From an optimization exercise on the open Yosys and OpenROAD flow, aimed at small area, a short achievable clock period and few clock cycles per item; shortcuts taken in it are not production practice.

==> module cisr_row_decoder, before the edit <==
module cisr_row_decoder (
    input  logic                                  clk,
    input  logic                                  rst_l,
    input  logic [cisr_pkg::LEN_W-1:0]            len_head,
    input  logic                                  len_not_empty,
    output logic                                  len_pop,
    input  logic [cisr_pkg::NUM_LANES*cisr_pkg::VALUE_W-1:0] grp_val,
    input  logic [cisr_pkg::NUM_LANES-1:0]        grp_pad,
    input  logic                                  grp_not_empty,
    output logic                                  grp_pop,
    output logic [cisr_pkg::NUM_LANES-1:0]        lane_done,
    output logic [cisr_pkg::NUM_LANES*cisr_pkg::TAG_W-1:0]  lane_tag,
    output logic [cisr_pkg::NUM_LANES*cisr_pkg::PSUM_W-1:0] lane_sum,
    input  logic [cisr_pkg::NUM_LANES-1:0]        lane_release,
    input  logic                                  slot_free,
    output logic                                  xfer_valid,
    output logic [cisr_pkg::TAG_W-1:0]            xfer_tag,
    output logic [cisr_pkg::PSUM_W-1:0]           xfer_sum
);
    localparam int NL = cisr_pkg::NUM_LANES;
    localparam int LW = cisr_pkg::LEN_W;
    localparam int TW = cisr_pkg::TAG_W;
    localparam int VW = cisr_pkg::VALUE_W;
    localparam int AW = cisr_pkg::SUM_W;
    localparam int PW = cisr_pkg::PSUM_W;
    localparam int LO = cisr_pkg::SUM_LO_W;
    localparam int HI = AW - LO;
    logic [LW-1:0] cnt  [NL];
    logic [NL-1:0] cz;
    logic [TW-1:0] tag  [NL];
    logic [TW-1:0] next_tag;
    logic [LO-1:0] acc_lo [NL];
    logic [HI-1:0] acc_hi [NL];
    logic [NL-1:0] acc_c;
    logic [NL-1:0] fresh;
    logic [NL-1:0] pend;
    logic [NL-1:0] live;
    logic [NL-1:0] need;
    logic [NL-1:0] first;
    logic [NL-1:0] xsel;
    logic [NL-1:0] leave;
    logic [NL-1:0] hand;
    logic [NL-1:0] take;
    logic          handout;
    logic          more;
    logic [LW-1:0] cnt_next [NL];
    logic [NL-1:0] eff_one;
    logic [NL-1:0] eff_zero;
    always_comb begin
        for (int i = 0; i < NL; i++) begin
            live[i] = !grp_pad[i];
            need[i] = grp_not_empty && live[i] && cz[i];
        end
        first = need & ~(need - 1'b1);
        more  = |(need & ~first);
        xsel  = slot_free ? (pend & ~(pend - 1'b1)) : '0;
        leave = xsel;
        handout = (need != '0) && len_not_empty && ((first & pend & ~leave) == '0);
        hand    = handout ? first : '0;
        len_pop = handout;
        grp_pop = grp_not_empty && ((need == '0) || (!more && handout));
        take    = grp_pop ? live : '0;
        for (int i = 0; i < NL; i++) begin
            cnt_next[i] = hand[i] ? (take[i] ? len_head - 1'b1 : len_head)
                                  : (take[i] ? cnt[i] - 1'b1 : cnt[i]);
            eff_one[i]  = hand[i] ? (len_head == LW'(1)) : (cnt[i] == LW'(1));
            eff_zero[i] = hand[i] ? 1'b0 : cz[i];
        end
    end
    always_comb begin
        lane_done  = pend;
        xfer_valid = (xsel != '0);
        xfer_tag   = '0;
        xfer_sum   = '0;
        for (int i = 0; i < NL; i++) begin
            lane_tag[i*TW +: TW] = tag[i];
            lane_sum[i*PW +: PW] = {acc_c[i], acc_hi[i], acc_lo[i]};
            if (xsel[i]) begin
                xfer_tag = tag[i];
                xfer_sum = {acc_c[i], acc_hi[i], acc_lo[i]};
            end
        end
    end
    always_ff @(posedge clk or negedge rst_l) begin
        if (!rst_l) begin
            next_tag <= '0;
            cz       <= '1;
            fresh    <= '1;
            pend     <= '0;
        end else begin
            if (handout) begin
                next_tag <= next_tag + 1'b1;
            end
            cz    <= (take & eff_one) | (~take & eff_zero);
            fresh <= (fresh | leave | (pend & lane_release)) & ~take;
            pend  <= (pend & ~leave & ~lane_release) | (take & eff_one);
        end
    end
    always_ff @(posedge clk) begin
        for (int i = 0; i < NL; i++) begin
            cnt[i] <= cnt_next[i];
            if (hand[i]) begin
                tag[i] <= next_tag;
            end
        end
    end
    always_ff @(posedge clk) begin
        for (int i = 0; i < NL; i++) begin
            if (take[i]) begin
                {acc_c[i], acc_lo[i]} <= {1'b0, ((fresh[i] || leave[i]) ? '0 : acc_lo[i])}
                                         + {1'b0, grp_val[i*VW +: LO]};
                acc_hi[i] <= ((fresh[i] || leave[i]) ? '0 : acc_hi[i])
                             + {{(AW-VW){grp_val[i*VW+VW-1]}}, grp_val[i*VW+LO +: VW-LO]}
                             + HI'((fresh[i] || leave[i]) ? 1'b0 : acc_c[i]);
            end
        end
    end
endmodule
Settings: LEC_CHECK=0, ABC_AREA=1, CAP_MARGIN=20, CORE_MARGIN=2, CORE_UTILIZATION=65, CTS_BUF_LIST=sky130_fd_sc_hd__clkbuf_8, CTS_CLUSTER_DIAMETER=45, CTS_CLUSTER_SIZE=18, SLEW_MARGIN=20; clock period 10.0 ns.
standard.sh (not shown) runs the stock make flow with config.mk's settings and CLKGATE_MAP_FILE= SYNTH_SCRIPT=/design/flow/synth_recipe.tcl, a recipe that flattens the netlist after the stock synthesis.
==> flow/flow/run.sh <==
#!/bin/bash
set -euo pipefail
bash standard.sh SETUP_SLACK_MARGIN=6.75 finish > make_finish.log 2>&1
Rerun with:
--- a/flow/design.v
+++ b/flow/design.v
@@ -192,33 +192,35 @@
             end
         end
     end
     always_ff @(posedge clk or negedge rst_l) begin
         if (!rst_l) begin
+            for (int i = 0; i < NL; i++) begin
+                cnt[i] <= '0;
+                tag[i] <= '0;
+            end
             next_tag <= '0;
             cz       <= '1;
             fresh    <= '1;
             pend     <= '0;
         end else begin
+            for (int i = 0; i < NL; i++) begin
+                cnt[i] <= cnt_next[i];
+                if (hand[i]) begin
+                    tag[i] <= next_tag;
+                end
+            end
             if (handout) begin
                 next_tag <= next_tag + 1'b1;
             end
             cz    <= (take & eff_one) | (~take & eff_zero);
             fresh <= (fresh | leave | (pend & lane_release)) & ~take;
             pend  <= (pend & ~leave & ~lane_release) | (take & eff_one);
         end
     end
     always_ff @(posedge clk) begin
         for (int i = 0; i < NL; i++) begin
-            cnt[i] <= cnt_next[i];
-            if (hand[i]) begin
-                tag[i] <= next_tag;
-            end
-        end
-    end
-    always_ff @(posedge clk) begin
-        for (int i = 0; i < NL; i++) begin
             if (take[i]) begin
                 {acc_c[i], acc_lo[i]} <= {1'b0, ((fresh[i] || leave[i]) ? '0 : acc_lo[i])}
                                          + {1'b0, grp_val[i*VW +: LO]};
                 acc_hi[i] <= ((fresh[i] || leave[i]) ? '0 : acc_hi[i])
                              + {{(AW-VW){grp_val[i*VW+VW-1]}}, grp_val[i*VW+LO +: VW-LO]}
The changed run completed with no timing, DRC or antenna violations.
Routed wire length is lower by 1.2%.
Cell area stays flat.
Synthesized area rose by 1.1%.
Synthesized cell count is higher by 4.1%.
Die area rises by 1.0%.
Core utilization shrinks by 1.7 points.
Worst hold slack stays flat.
Clock skew falls by 0.0062 ns.
Setup slack improves by 0.0049 ns.
Sequential share of layout area falls by 0.48 points.
Final cell count rises by 2.9%.
Via count goes up by about 1.3%.
No run of this note included a check of the RTL's function; only the layout flow was run.

## static timing again, ports no longer ideal
The results above use ideal ports. As a check the final layouts listed here were re-extracted and re-timed, cells and wires unchanged.
Step 1 (the two cells are an assumption about what drives the block):
set clk [get_ports {clk}]
set_driving_cell -lib_cell sky130_fd_sc_hd__clkbuf_16 $clk
set_driving_cell -lib_cell sky130_fd_sc_hd__buf_2 [delete_from_list [all_inputs] $clk]
Step 2 also shifts input and output timing later by t, the mid clock arrival at the registers, as if the neighbouring blocks saw the same clock.
Three values: ideal, step 1, step 2; two values: the first two.
run | shift t [ns] | setup WS [ns] | worst hold slack (ns) | worst register clock-pin slew, ns
the first run | 0.724 | 6.651 / 6.651 / 6.163 | 0.478 / 0.478 / 0.478 | 0.10 / 0.10
the second run | 0.729 | 6.655 / 6.655 / 6.192 | 0.478 / 0.478 / 0.478 | 0.09 / 0.09
After both steps setup and hold are still met in every run listed. The setup slack of the first run, which loses most, moves by 0.000 ns with the drivers and by -0.488 ns with both steps.
